Background: an optimization exercise with open tools, aiming at small area, a short achievable clock period and few clock cycles per item. Do not read the settings as production practice. No run shown here included a check of the RTL's function; only the layout flow was run. No activity file was given, so power comes from the tool's default toggle rates.

### config.mk
export PLATFORM = sky130hd
export DESIGN_NAME = ica_conv_top
export DESIGN_NICKNAME = ica_conv_top
export VERILOG_FILES = /design/flow/design.v
export SDC_FILE = /design/flow/constraint.sdc
export NUM_CORES = 4
export LEC_CHECK = 0
export CAP_MARGIN = 20
export CORE_MARGIN = 2
export CORE_UTILIZATION = 60
export PLACE_DENSITY = 0.7
export SLEW_MARGIN = 20
### constraint.sdc
create_clock -name core_clock -period 9.0 [get_ports {clk}]
set_input_delay 1.8000 -clock core_clock [delete_from_list [all_inputs] [get_ports {clk}]]
set_output_delay 1.8000 -clock core_clock [all_outputs]
set_load 0.01 [all_outputs]
### design.v
`default_nettype none
package ica_pkg;
    localparam int DIM          = 4;
    localparam int SAMPLE_WIDTH = 16;
    localparam int NORM_WIDTH   = 18;
    localparam logic [NORM_WIDTH-1:0] THRESHOLD = NORM_WIDTH'(32);
    localparam logic [2:0] IDLE   = 3'd0;
    localparam logic [2:0] LOAD   = 3'd1;
    localparam logic [2:0] DIFF   = 3'd2;
    localparam logic [2:0] NORM   = 3'd3;
    localparam logic [2:0] REPORT = 3'd4;
endpackage
`default_nettype wire
`default_nettype none
package cordic_pkg;
    localparam int CORDIC_WIDTH  = 22;
    localparam int CORDIC_STAGES = 16;
    localparam int GUARD_BITS    = 2;
    localparam int GAIN_WIDTH = 16;
    localparam logic [GAIN_WIDTH-1:0] GAIN_INV = 16'd39797;
endpackage
`default_nettype wire
`timescale 1ns/1ps
`default_nettype none
module ica_conv_top (
    input  logic        clk,
    input  logic        nreset,
    input  logic        start,
    input  logic [15:0] sample_in,
    input  logic        sample_valid,
    output logic        sample_ready,
    output logic        done,
    output logic [17:0] diff_norm,
    output logic        converged
);
    localparam logic [2:0] P_IDLE = 3'd0;   
    localparam logic [2:0] P_S1   = 3'd1;   
    localparam logic [2:0] P_ROT  = 3'd2;   
    localparam logic [2:0] P_M1   = 3'd3;   
    localparam logic [2:0] P_M2   = 3'd4;   
    localparam logic [2:0] P_M3   = 3'd5;   
    logic [2:0]  phase, phase_n;
    logic [3:0]  sx, sx_n;         
    logic [3:0]  sy, sy_n;         
    logic [1:0]  stp, stp_n;       
    logic        want_q, want_n;   
    logic        done_q, done_n;
    logic        pval, pval_n;     
    logic [15:0] p0, p1, p2, p3;   
    logic [19:0] x;                
    logic signed [19:0] y;
    logic        take;
    assign sample_ready = start && want_q;
    assign take         = sample_ready && sample_valid;
    logic [15:0] pref;
    logic signed [16:0] d;
    logic signed [19:0] d4;
    assign pref = pval ? p0 : 16'd0;
    assign d    = {sample_in[15], sample_in} - {pref[15], pref};
    assign d4   = {d[16], d, 2'b0};
    logic        neg;
    logic [19:0] xs;
    logic signed [19:0] ys;
    logic [20:0] x_sum, y_sum;
    logic [19:0] x_rot;
    logic signed [19:0] y_rot;
    assign neg   = y[19];
    assign xs    = x >> sx;
    assign ys    = y >>> sy;
    assign x_sum = {x, 1'b1} + {ys ^ {20{neg}}, neg};
    assign y_sum = {y, 1'b1} + {xs ^ {20{!neg}}, !neg};
    assign x_rot = x_sum[20:1];
    assign y_rot = y_sum[20:1];
    logic signed [25:0] m1_sum;
    logic signed [27:0] m2_sum;
    logic signed [24:0] m3_sum;
    assign m1_sum = signed'({6'b0, x}) + signed'({4'b0, x, 2'b0}) - signed'({2'b0, x, 4'b0});
    assign m2_sum = signed'({{8{y[19]}}, y}) - signed'({6'b0, x, 2'b0}) - signed'({3'b0, x, 5'b0});
    assign m3_sum = signed'({{5{y[19]}}, y}) + signed'({5'b0, x}) + signed'({3'b0, x, 2'b0}) + 25'sd16;
    always_ff @(posedge clk) begin
        if (take) begin
            p0 <= p1; p1 <= p2; p2 <= p3; p3 <= sample_in;
        end
    end
    always_ff @(posedge clk) begin
        case (phase)
            P_IDLE: if (take) begin
                x <= '0;
                y <= d4;
            end
            P_S1: if (take) begin
                x <= x_rot;                  
                y <= d4;
            end
            P_ROT: begin
                x <= x_rot;
                y <= y_rot;
            end
            P_M1: y <= m1_sum[24:5];
            P_M2: y <= m2_sum[27:8];
            P_M3: if (take || stp == 2'd3) begin
                x <= {m3_sum[22:5], 2'b0};
                y <= d4;
            end
            default: ;
        endcase
    end
    always_comb begin
        phase_n = phase;
        sx_n    = sx;
        sy_n    = sy;
        stp_n   = stp;
        done_n  = done_q;
        pval_n  = pval;
        case (phase)
            P_IDLE: begin
                if (!start) done_n = 1'b0;
                if (take) phase_n = P_S1;
            end
            P_S1: if (take) begin
                phase_n = P_ROT;
                stp_n   = 2'd1;
            end
            P_ROT: begin
                sx_n = sx + 4'd1;
                sy_n = sy + 4'd1;
                if (sx == 4'd15) phase_n = P_M1;
            end
            P_M1: phase_n = P_M2;
            P_M2: phase_n = P_M3;
            P_M3: begin
                if (stp == 2'd3) begin
                    phase_n = P_IDLE;
                    done_n  = 1'b1;
                    pval_n  = 1'b1;
                end else if (take) begin
                    phase_n = P_ROT;
                    stp_n   = stp + 2'd1;
                end
            end
            default: phase_n = P_IDLE;
        endcase
        want_n = (phase_n == P_IDLE && !done_n) || phase_n == P_S1 ||
                 (phase_n == P_M3 && stp_n != 2'd3);
    end
    always_ff @(posedge clk) begin
        if (!nreset) begin
            phase  <= P_IDLE;
            sx     <= '0;
            sy     <= '0;
            stp    <= '0;
            want_q <= 1'b0;
            done_q <= 1'b0;
            pval   <= 1'b0;
        end else begin
            phase  <= phase_n;
            sx     <= sx_n;
            sy     <= sy_n;
            stp    <= stp_n;
            want_q <= want_n;
            done_q <= done_n;
            pval   <= pval_n;
        end
    end
    assign done      = done_q && start;
    assign diff_norm = x[19:2];
    assign converged = (x[19:2] <= 18'd32);
endmodule
`default_nettype wire
### run.sh
#!/bin/bash
# synth_recipe.tcl (not shown) runs the flow's synth.tcl, then flattens the netlist and writes it again
# the make line also repeats each setting of config.mk as NAME=value (left out here)
make -C /OpenROAD-flow-scripts/flow DESIGN_CONFIG=/design/flow/config.mk WORK_HOME=/design/flow/orfs CLKGATE_MAP_FILE= SYNTH_SCRIPT=/design/flow/synth_recipe.tcl finish
==> results of run 1 <==
-- cell usage after synthesis (10+ instances only) --
cell      number  area (sq um)
o21bai_1      11         82.58
o22ai_1       24         150.1
nor2_1       106         397.9
mux4_2        23         518.0
mux2i_1       36         360.4
nand2b_1      11         68.82
o31ai_1       12         90.09
o21a_1        11         82.58
buf_1         10         37.54
nand3_1       27         135.1
o21ai_0       65         325.3
ha_1         156          1952
a211oi_1      21         157.7
nor2b_1       16         100.1
and2_1        17         106.4
edfxtp_1     104          3123
fa_1          52          1041
nor3_1        34         170.2
xor2_1        45         394.1
inv_1        129         484.2
o211ai_1      15         112.6
nand2_1      122         457.9
a21o_1        26         195.2
dfxtp_1       16         320.3
xnor2_1       93         814.5
clkbuf_1      38         142.6
and3_1        13         81.33
a21oi_1      112         560.5
-- registers in the layout (all words and copies together) (netlist names), 2 cells and up --
signal,flops
sx,4
p3,16
x,20
y,20
stp,2
p2,16
p0,16
sy,4
phase,3
p1,16
-- metal layers --
layer | vias up | GRT usage, % | part of all wire [%]
met5 | - | 0 | 0
met4 | 0 | 9.744 | 3.0
met3 | 61 | 4.007 | 8.2
met2 | 491 | 47.79 | 44
met1 | 5396 | 46.29 | 45
li1 | 5425 | - | -
-- cell families (layout without fill, tap and decap cells) --
| kind of cell | count (synthesis) | after routing | share of synthesized area (%) |
|---|---|---|---|
| AOI/OAI and AO/OA | 376 | 376 | 17.93 |
| xor gates and xnor gates | 138 | 138 | 8.905 |
| adders and majority gates | 208 | 208 | 22.05 |
| buffers and inverters | 182 | 212 | 5.107 |
| DFF | 120 | 120 | 25.37 |
| muxes | 64 | 64 | 7.135 |
| and+or+nand+nor | 392 | 392 | 13.50 |
-- critical path, cell delays in order --
cell,delay [ns]
clkdlybuf4s50_1,0.47
inv_1,0.04
ha_1,0.23
fa_1,0.42
nor2b_1,0.18
o31ai_1,0.16
a2111oi_0,0.70
nor3_1,0.18
o31ai_1,0.35
nand2_1,0.12
a21oi_1,0.15
o31ai_1,0.10
a221o_1,0.28
-- power by group through the flow --
stage / registers (W) / logic (W) / clock network, W
finish: 0.000665 / 0.000899 / 0.000693
global route: 0.000667 / 0.000993 / 0.000723
CTS: 0.000664 / 0.000884 / 0.000701
detailed placement: 0.000676 / 0.000874 / 0
global placement: 0.000675 / 0.000865 / 0
floorplan: 0.000661 / 0.000674 / 0
-- through the flow --
stage | setup WS, ns | cell area [sq um] | instances | hold slack [ns] | util (%)
floorplan | 3.117 | 13570 | 1480 | 0.4003 | -
global placement | 3.624 | 14200 | 1763 | 0.4005 | 63.32
detailed placement | 3.541 | 14200 | 1763 | 0.4045 | 63.32
CTS | 3.994 | 14770 | 1795 | 0.4133 | 65.86
global route | 3.656 | 14780 | 1795 | 0.4201 | 65.86
finish | 4.007 | 14780 | 1795 | 0.4165 | 65.86
-- cell type report --
| class | count | area share [%] |
|---|---|---|
| clock inverters | 15 | 0.9738 |
| flip-flops and latches | 120 | 23.31 |
| repair buffers | 49 | 3.167 |
| well taps | 285 | 2.413 |
| multi-input cells | 1178 | 63.93 |
| inverters | 131 | 3.328 |
| clock buffers | 17 | 2.879 |
-- final timing paths --
kind                                         start  slack [ns]               to  cells after the start
worst max-delay path                  sample_in[0]        4.01  y[18]$_DFFE_PP_                     13
worst min-delay path               p3[7]$_DFFE_PP_        0.42  p2[7]$_DFFE_PP_                      0
worst max register to register  sy[2]$_SDFFE_PN0P_        4.02  x[13]$_DFFE_PP_                     13
worst min register to register     p3[7]$_DFFE_PP_        0.42  p2[7]$_DFFE_PP_                      0
==> summary.txt, run 1 <==
Yosys
  • Post-Syn Instances: between 1000 and 1500
  • Asr flop ratio synth: 0%
  • Post-Syn Area: 13570 sq um
  • Sequential element share of the synthesized area: roughly a quarter
  • Synth Register Bits: between 100 and 150
  • Prevailing post-synth register cell: edfxtp_1
  • Library cells used by synthesis: 71
  • EDFF count, synth: between 100 and 150
  • Syn avg cell area: approximately 9.2 sq um
  • Ys Warns: 1
  • Synthesized Nets: approximately 1700

Routing
  • Iteration-0 DRC Markers: about 1200
  • # DRC: 0
  • First-pass DRT Iterations: 13
  • Wire length per cell: 20.49 um
  • Via/cell ratio: between 6 and 7
  • Routed WL: ~37000 um
  • ANT nets after route: 0
  • DR vias: around 11000

Cells and area
  • Layout fillers: about 1900
  • Area of the multi-input gates: 9445 sq um
  • Commonest non-fill, non-tap cells in the layout: 156 x ha_1, 129 x inv_1, 122 x nand2_1
  • Area delta synth->final: 8.859%
  • Flip-flop and latch area: around 3400 sq um
  • Most common cell after layout, fill and taps aside: ha_1
  • Nets: 1725
  • Fraction of layout cells with a size suffix above 1: between 5 and 6%
  • Antenna cells: 0

Min path
  • HP Class: reg2reg

Power and ir drop
  • Seq pwr share: 29.5%
  • Pwr/cell area: between 150 and 200 nW/um^2
  • Clock power frac: 30.7%
  • Internal power consumption: ~0.0014 W
  • Switching share of power: 39.00%
  • Total design power: roughly 0.0023 W
  • Switching Power: approximately 0.0009 W
  • Gate power share: between 30% and 40%
  • Worst vdd ir: around 88 uV
  • Leak: around 6 nW

CTS
  • Hold-fix buffers, CTS: 0
  • Total CTS buffers: 17
  • Clock Tree Root: clkbuf_16
  • CTS tree: yes
  • Post-CTS Setup Bufs: 0
  • Clock latency (worst-skew pair): around 0.43 ns
  • CTS H-Tree Depth: 4
  • CTS Sinks: 120
  • CTS Buffer Depth: 2
  • Clk slew on worst S/H paths: around 0.08 ns
  • Resized Gates After CTS: 0

STA
  • Slew at the pin with the worst max-slew slack: between 1 and 1.5 ns
  • Unrepaired setup endpoints after global routing: false
  • Slew HR: between 10% and 20%
  • Final Hold Viols: 0
  • Post-route clock period utilization: a little under three fifths
  • Setup TNS: 0 ns
  • # setup viols final: 0
  • Min Tclk post-route: between 4 and 5 ns
  • Max Fclk: 200.3 MHz
  • Clk_skew: 0.01898 ns
  • Final-report max-slew violation count: 0

Global route
  • GRT Total Usage: between 30% and 40%
  • Vias in the first global route: between 10000 and 15000
  • Initial antenna violation count: 0
  • Gr ovfl total: 0
  • First-pass GRT wire length: a little under 60000 um
  • Largest net degree at the start of global routing: 73

Die
  • I/O pin cnt: 41
  • Core area: 22430 sq um
  • Initial Util: ~61%
  • Full die area: about 24000 sq um
  • Die Span Y: 154.4 um
  • FP Rows: between 50 and 60
  • Die W: approximately 150 um

Setup path
  • Setup CP Type: in2reg
  • Worst-path maximum fanout: 4
  • Nature of the critical path endpoint: register
  • CP Data Required Time: slightly above 9 ns
  • Crit path DAT: between 5 and 6 ns
  • Startpoint types: primary input

Status
  • Status: timing/DRC/antenna clean

Placed design
  • I/O Buffers: 40
  • Post-DP HPWL: 27090 um
  • Gp weighted congestion: 0.9599

Run
  • # Max-Cap Violations: 0
==> inputs of run 2 (changes only) <==
--- a/config.mk
+++ b/config.mk
@@ -9,4 +9,5 @@
 export CORE_MARGIN = 2
 export CORE_UTILIZATION = 60
 export PLACE_DENSITY = 0.7
+export SETUP_SLACK_MARGIN = 5
 export SLEW_MARGIN = 20
==> summary.txt, run 2 <==
Cells and area
  • Nets: between 1500 and 2000
  • Commonest non-fill, non-tap cells in the layout: 155 x buf_4, 137 x ha_1, 122 x nand2_1
  • Antenna cells: 0
  • Most common cell after layout, fill and taps aside: buf_4
  • Area delta synth->final: 25.87%
  • Layout fillers: about 1500
  • Fraction of layout cells with a size suffix above 1: roughly a quarter
  • Design Area, Final: 17080 sq um
  • Largest registers: x x20, y x20
  • Fin util: 76.15%

Global route
  • Largest net degree at the start of global routing: 73
  • Gr ovfl total: 0
  • Vias in the first global route: 11690
  • First-pass GRT wire length: 65160 um
  • GRT Total Usage: 35.29%
  • Initial antenna violation count: 0

Yosys
  • Synthesized Nets: approximately 1700
  • Asr flop ratio synth: 0%
  • Library cells used by synthesis: 71
  • Synth Register Bits: 120
  • Synth top area cells: edfxtp_1 23%, ha_1 14%, fa_1 7.7%
  • Post-Syn Area: ~14000 sq um
  • EDFF count, synth: 104
  • Prevailing post-synth register cell: edfxtp_1
  • Sequential element share of the synthesized area: about 25%
  • Post-Syn Instances: 1480
  • Most frequent cell after synthesis: ha_1
  • Most common library cells after synthesis: 156 x ha_1, 129 x inv_1, 122 x nand2_1
  • Post-synth top area share: 23.01%
  • Ys Warns: 1
  • Cell taking the most area after synthesis: edfxtp_1
  • Syn avg cell area: just over 9 sq um

Routing
  • ANT nets after route: 0
  • # DRC: 0
  • DR vias: ~13000
  • Via/cell ratio: ~6.6
  • First-pass DRT Iterations: 7
  • Routed WL: 44460 um
  • Wire length per cell: between 20 and 25 um
  • Iteration-0 DRC Markers: around 1400

STA
  • Post-route clock period utilization: a little under half
  • Final Hold Slack: 0.4112 ns
  • Final-report max-slew violation count: 0
  • Setup TNS: 0 ns
  • Final Hold Viols: 0
  • Max Fclk: about 230 MHz
  • Clk_skew: 0.01400 ns
  • Slew at the pin with the worst max-slew slack: between 0.9 and 1 ns
  • Final WS setup: approximately 4.7 ns
  • Min Tclk post-route: 4.306 ns
  • # setup viols final: 0
  • Slew HR: between 30% and 40%
  • Unrepaired setup endpoints after global routing: true

Min path
  • Hold Path Sink: p2[1]$_DFFE_PP_
  • Hold Crit Start: p3[1]$_DFFE_PP_
  • Hold Crit Depth: 0
  • HP Class: reg2reg

CTS
  • Total CTS buffers: 17
  • CTS Sinks: 120
  • Clock latency (worst-skew pair): 0.44 ns
  • Clk slew on worst S/H paths: around 0.060 ns
  • CTS tree: yes
  • CTS H-Tree Depth: 4
  • CTS Buffer Depth: 2
  • Clock Tree Root: clkbuf_16

Placed design
  • Area after DPL: approximately 14000 sq um
  • I/O Buffers: 40
  • Placement Setup Slack: roughly 3.9 ns
  • Post-DP HPWL: between 20000 and 30000 um
  • Gp weighted congestion: about 0.96

Setup path
  • Nature of the critical path endpoint: register
  • Reg-to-reg slack, setup: roughly 4.7 ns
  • Worst R2R Start: x[7]$_DFFE_PP_
  • Setup CP Type: reg2reg
  • Worst-path maximum fanout: 4
  • R2R cell count: 14
  • Startpoint types: register
  • CP Data Required Time: just over 9 ns
  • Crit path DAT: ~4.5 ns
  • Reg2Reg Capture Point: y[18]$_DFFE_PP_

Die
  • Full die area: between 20000 and 25000 sq um
  • Die Span Y: approximately 150 um
  • Die W: between 150 and 200 um
  • Core area: roughly 22000 sq um
  • I/O pin cnt: 41
  • Initial Util: between 60% and 70%
  • FP Rows: 55

Status
  • Status: timing/DRC/antenna clean

Run
  • # Max-Cap Violations: 0

Power and ir drop
  • Leak: 6.963 nW
  • Pwr/cell area: roughly 140 nW/um^2
  • Worst vdd ir: 101.6 uV
## run 2: routing by layer
metal  track usage (%)  share of wire [%]  up-vias
li1                  -                  -     5765
met1             48.86                 40     6169
met2             55.57                 45      751
met3             5.604                9.7      173
met4             14.46                5.8        0
met5                 0                  0        -
## run 2: worst max-delay path, stage by stage (launching register included)
cell and delay (ns):
edfxtp_1 0.49, buf_4 0.18, mux4_2 0.46, mux4_2 0.51, xnor2_1 0.15, ha_1 0.30, nor2b_4 0.14, o31a_1 0.31
o211ai_1 0.26, a21o_1 0.23, nand3_2 0.13, a2111oi_4 0.32, nor2_1 0.09, xor2_1 0.15, a221o_1 0.34
## run 2: logic make-up (layout without fill, tap and decap cells)
kind of cell,count (synthesis),after routing,synth area share [%]
and+or+nand+nor,392,392,13.50
AOI/OAI and AO/OA,376,376,17.93
adders and majority gates,208,208,22.05
buffers and inverters,182,378,5.107
xor gates and xnor gates,138,138,8.905
DFF,120,120,25.37
muxes,64,64,7.135
## run 2: where the power goes
| part | internal [W] | switching [W] |
|---|---|---|
| Combinational | 0.000505 | 0.000646 |
| Sequential | 0.000627 | 0.0000224 |
| Clock | 0.000359 | 0.000308 |
| Total | 0.00149 | 0.000976 |
## run 2: what timing repair did
action,4_1_cts,5_1_grt
cloned,2,0
pin swaps,58,77
hold buffers,0,0
buffers inserted,125,38
resized for setup,144,106
setup endpoints to repair,33,25
## run 2: stage by stage
step | total power (W) | instances
floorplan | 0.001337 | 1480
global placement | 0.001543 | 1764
detailed placement | 0.001556 | 1764
CTS | 0.002320 | 1923
global route | 0.002577 | 1961
finish | 0.002468 | 1961
## run 2: area by class of cell
class	count	area (sq um)	area share, %
multi-input cells	1178	10290	60.26
repair buffers	215	1879	11.00
well taps	285	356.6	2.087
flip-flops and latches	120	3458	20.24
inverters	131	553.0	3.237
clock inverters	14	112.6	0.6591
clock buffers	18	429.2	2.512
## run 2: how the worst max path moves through the flow
stage	from	end	slack [ns]
CTS	x[12]$_DFFE_PP_	y[18]$_DFFE_PP_	4.79
finish	x[7]$_DFFE_PP_	y[18]$_DFFE_PP_	4.69
global placement	sample_in[0]	y[18]$_DFFE_PP_	3.95
detailed placement	sample_in[0]	y[18]$_DFFE_PP_	3.95
floorplan	sample_in[0]	y[18]$_DFFE_PP_	4.88
global route	x[7]$_DFFE_PP_	y[18]$_DFFE_PP_	4.57
==> inputs of run 3 (changes only) <==
--- a/design.v
+++ b/design.v
@@ -71,12 +71,32 @@
     assign y_sum = {y, 1'b1} + {xs ^ {20{!neg}}, !neg};
     assign x_rot = x_sum[20:1];
     assign y_rot = y_sum[20:1];
-    logic signed [25:0] m1_sum;
-    logic signed [27:0] m2_sum;
-    logic signed [24:0] m3_sum;
-    assign m1_sum = signed'({6'b0, x}) + signed'({4'b0, x, 2'b0}) - signed'({2'b0, x, 4'b0});
-    assign m2_sum = signed'({{8{y[19]}}, y}) - signed'({6'b0, x, 2'b0}) - signed'({3'b0, x, 5'b0});
-    assign m3_sum = signed'({{5{y[19]}}, y}) + signed'({5'b0, x}) + signed'({3'b0, x, 2'b0}) + 25'sd16;
+    logic signed [27:0] ma, mb, mc, mk, m_sum;
+    logic signed [19:0] m_res;
+    always_comb begin
+        case (phase)
+            P_M1: begin
+                ma = 28'({8'b0, x});
+                mb = 28'({6'b0, x, 2'b0});
+                mc = ~(28'({4'b0, x, 4'b0}));
+                mk = neg ? -(28'sd10) : 28'sd1;
+            end
+            P_M2: begin
+                ma = 28'(y);
+                mb = ~(28'({6'b0, x, 2'b0}));
+                mc = ~(28'({3'b0, x, 5'b0}));
+                mk = 28'sd2;
+            end
+            default: begin
+                ma = 28'(y);
+                mb = 28'({8'b0, x});
+                mc = 28'({6'b0, x, 2'b0});
+                mk = 28'sd16;
+            end
+        endcase
+        m_sum = ma + mb + mc + mk;
+        m_res = (phase == P_M2) ? m_sum[27:8] : m_sum[24:5];
+    end
     always_ff @(posedge clk) begin
         if (take) begin
             p0 <= p1; p1 <= p2; p2 <= p3; p3 <= sample_in;
@@ -96,10 +116,13 @@
                 x <= x_rot;
                 y <= y_rot;
             end
-            P_M1: y <= m1_sum[24:5];
-            P_M2: y <= m2_sum[27:8];
+            P_M1: begin
+                x <= x_rot;
+                y <= m_res;
+            end
+            P_M2: y <= m_res;
             P_M3: if (take || stp == 2'd3) begin
-                x <= {m3_sum[22:5], 2'b0};
+                x <= {m_res[17:0], 2'b0};
                 y <= d4;
             end
             default: ;
@@ -124,9 +147,13 @@
             P_ROT: begin
                 sx_n = sx + 4'd1;
                 sy_n = sy + 4'd1;
-                if (sx == 4'd15) phase_n = P_M1;
+                if (sx == 4'd14) phase_n = P_M1;
             end
-            P_M1: phase_n = P_M2;
+            P_M1: begin
+                phase_n = P_M2;
+                sx_n    = '0;
+                sy_n    = '0;
+            end
             P_M2: phase_n = P_M3;
             P_M3: begin
                 if (stp == 2'd3) begin
==> summary.txt, run 3 <==
Status
  • Status: timing/DRC/antenna clean

Yosys
  • Syn avg cell area: roughly 8.6 sq um
  • Post-Syn Area: around 13000 sq um
  • Asr flop ratio synth: 0%
  • Most common library cells after synthesis: 236 x nand2_1, 121 x o21ai_0, 107 x inv_1
  • Synthesized Nets: 1685
  • Cell taking the most area after synthesis: edfxtp_1
  • Post-Syn Instances: between 1500 and 2000
  • Synth Register Bits: 120
  • Most frequent cell after synthesis: nand2_1
  • Synth top area cells: edfxtp_1 24%, ha_1 8.4%, fa_1 7.5%
  • Sequential element share of the synthesized area: 26.20%
  • Library cells used by synthesis: just under 80
  • Ys Warns: 1
  • Prevailing post-synth register cell: edfxtp_1
  • Post-synth top area share: between 20% and 30%
  • EDFF count, synth: roughly 100

Global route
  • Vias in the first global route: ~12000
  • Initial antenna violation count: 1
  • Largest net degree at the start of global routing: 65
  • First-pass GRT wire length: a little under 70000 um
  • Gr ovfl total: 0
  • GRT Total Usage: between 30% and 40%

Placed design
  • Area after DPL: 13680 sq um
  • Gp weighted congestion: ~1
  • Post-DP HPWL: ~29000 um
  • Placement Setup Slack: 2.490 ns
  • Placed cell count: 1757
  • I/O Buffers: 40

Setup path
  • Startpoint types: register
  • Reg2Reg Capture Point: y[17]$_DFFE_PP_
  • Setup CP Type: reg2reg
  • CP most frequent cell: buf_4
  • CP Data Required Time: approximately 9 ns
  • CP max-delay cell: fa_1
  • Worst R2R Start: phase[1]$_SDFF_PN0_
  • Crit-path max cell delay: approximately 0.57 ns
  • CP Cell Sequence: buf_12 -> buf_4 -> nand3b_1 -> buf_6 -> buf_12 -> nand2_1 -> o21ai_1 -> fa_1 -> fa_1 -> ha_1 -> or4b_4 -> o211a_1 -> o211ai_1 -> buf_4 -> a21oi_4 -> o31ai_4 -> buf_4 -> xnor2_2 -> o22ai_1 -> a211o_1
  • Worst-path maximum fanout: 6
  • Nature of the critical path endpoint: register
  • Reg-to-reg slack, setup: around 4 ns
  • R2R cell count: 20
  • Crit path DAT: 5.08 ns

Cells and area
  • Area of the multi-input gates: ~9600 sq um
  • Most common cell after layout, fill and taps aside: nand2_1
  • Antenna cells: 0
  • Non-Filler Instances: ~1900
  • Flip-flop and latch area: 3453 sq um
  • Area delta synth->final: 23.37%
  • Fraction of layout cells with a size suffix above 1: between 20% and 30%
  • Layout fillers: around 1600
  • Design Area, Final: between 15000 and 20000 sq um
  • Largest registers: x x20, y x20
  • Nets: between 1500 and 2000
  • Commonest non-fill, non-tap cells in the layout: 227 x nand2_1, 105 x buf_4, 104 x edfxtp_1

Routing
  • Iteration-0 DRC Markers: between 1500 and 2000
  • # DRC: 0
  • Wire length per cell: 23.88 um
  • First-pass DRT Iterations: 6
  • DR vias: roughly 13000
  • Via/cell ratio: 6.676
  • ANT nets after route: 0
  • Routed WL: 45480 um

Min path
  • Hold Crit Depth: 0
  • Hold Path Sink: p0[5]$_DFFE_PP_
  • HP Class: reg2reg
  • Hold Crit Start: p1[5]$_DFFE_PP_

STA
  • Slew HR: between 30% and 40%
  • Final-report max-slew violation count: 0
  • Unrepaired setup endpoints after global routing: true
  • Max Fclk: 204.8 MHz
  • Post-route clock period utilization: roughly 54%
  • Min Tclk post-route: between 4 and 5 ns
  • Setup TNS: 0 ns
  • Slew at the pin with the worst max-slew slack: 0.9937 ns
  • # setup viols final: 0
  • Final Hold Viols: 0
  • Final WS setup: between 4 and 5 ns
  • Clk_skew: around 0.014 ns

Die
  • Die W: 152.0 um
  • Initial Util: 60.59%
  • I/O pin cnt: 41
  • Full die area: between 20000 and 25000 sq um
  • Die Span Y: approximately 150 um
  • Core area: 21690 sq um
  • FP Rows: 54

Power and ir drop
  • Pwr/cell area: 180.6 nW/um^2
  • Seq pwr share: 23.2%
  • Worst vdd ir: roughly 120 uV
  • Switching Power: between 0.001 and 0.0015 W
  • Gate power share: a little over half
  • Leak: roughly 6.6 nW
  • Clock power frac: approximately 24%
  • Internal power consumption: 0.001721 W
  • Switching share of power: about two fifths

CTS
  • Clock latency (worst-skew pair): between 0.4 and 0.5 ns
  • CTS tree: yes
  • Clk slew on worst S/H paths: roughly 0.070 ns
  • CTS H-Tree Depth: 4
  • Total CTS buffers: 17
  • CTS Buffer Depth: 2
  • Clock Tree Root: clkbuf_16
  • CTS Sinks: 120

Run
  • # Max-Cap Violations: 0
[run 3: cell types whose count changed after synthesis, moves of 26 or more]
cell	previous run	this run
nand2_1	122	236
ha_1	156	88
o21ai_0	65	121
clkbuf_1	38	72
nor2_1	106	78
a21oi_1	112	86
[run 3: timing repair]
item	in CTS	in global routing
pin swaps	30	41
buffers inserted	64	41
setup endpoints to repair	41	39
hold buffers	0	0
gates resized for setup	127	58
cloned	6	5
[run 3: power by group through the flow]
stage / Combinational [W] / Clock [W] / Sequential [W]
floorplan: 0.000852 / 0 / 0.000667
global route: 0.00163 / 0.000739 / 0.000680
global placement: 0.00111 / 0 / 0.000702
CTS: 0.00137 / 0.000711 / 0.000684
finish: 0.00154 / 0.000711 / 0.000679
detailed placement: 0.00112 / 0 / 0.000702
[run 3: layer usage]
layer	vias to the layer above	GRT usage [%]	part of all wire [%]
met1	5996	50.16	39
met4	2	20.25	6.4
li1	5622	-	-
met2	885	56.20	43
met5	-	0	0.024
met3	213	9.384	12
[run 3: worst max path at each step]
stage,startpoint,cells after the start,end,slack [ns]
5_1_grt,phase[1]$_SDFF_PN0_,20,y[19]$_DFFE_PP_,4.00
4_1_cts,phase[1]$_SDFF_PN0_,19,y[19]$_DFFE_PP_,4.23
3_5_place_dp,phase[2]$_SDFF_PN0_,21,y[19]$_DFFE_PP_,2.49
2_1_floorplan,phase[2]$_SDFF_PN0_,18,y[15]$_DFFE_PP_,4.39
3_3_place_gp,phase[2]$_SDFF_PN0_,21,y[19]$_DFFE_PP_,2.69
6_report,phase[1]$_SDFF_PN0_,20,y[17]$_DFFE_PP_,4.12
[run 3: kinds of logic (layout without fill, tap and decap cells)]
logic type | Yosys count | in the layout | synth area share, %
AOI/OAI and AO/OA | 419 | 419 | 20.80
xor gates and xnor gates | 115 | 115 | 7.665
adders and majority gates | 137 | 137 | 15.84
buffers and inverters | 222 | 318 | 7.084
DFF | 120 | 120 | 26.20
muxes | 75 | 75 | 7.493
and+or+nand+nor | 440 | 441 | 14.91
[run 3: layout make-up]
type	instances	area share (%)
multi-input combinational	1187	58.94
sequential	120	21.30
timing repair buffer	176	11.12
inverter	110	2.763
clock buffer	17	2.624
tap	280	2.161
clock inverter	15	1.088
[run 3: metrics by stage]
step	power, W	util (%)	hold WS, ns
final	0.002928	74.75	0.4125
after global routing	0.003045	74.75	0.4223
after CTS	0.002760	71.59	0.4130
after detailed placement	0.001820	63.09	0.4052
after global placement	0.001807	63.09	0.4006
after floorplan	0.001518	-	0.4003
[run 3: critical path, delay by kind of cell, from the launching register on]
kind	cells	cell delay (ns)
fa+ha+maj	3	1.28
simple gates	3	0.73
flops	1	0.35
compound gates	7	1.19
buf+inv	6	0.95
xor+xnor	1	0.12

==> re-timing with driven ports <==
How much do the figures lean on ideal ports? The routed layouts below were timed once more, with nothing changed but the port constraints. Step 1 sets driving cells, clkbuf_16 on the clock port and buf_2 on the other inputs (assumed; they add their load-dependent delay and slew). Step 2 adds t to the input delays and takes it off the output delays; t is the mean of the earliest and latest rising clock arrival at the registers after step 1. Input paths then give back, and output paths get back, about the clock's delay inside the block. Slacks: ideal ports / drivers / drivers and shift; pairs: ideal ports / drivers.
run	shift t [ns]	setup WS [ns]	worst setup path after step 2
run 1	0.475	4.007 / 4.024 / 3.557	input to register
run 2	0.480	4.694 / 4.694 / 4.534	input to register
run 3	0.483	4.118 / 4.118 / 3.881	input to register
After both steps every run listed still meets setup and hold. For run 1, which loses most, drivers alone change the setup slack by +0.017 ns; drivers and shift together by -0.450 ns.
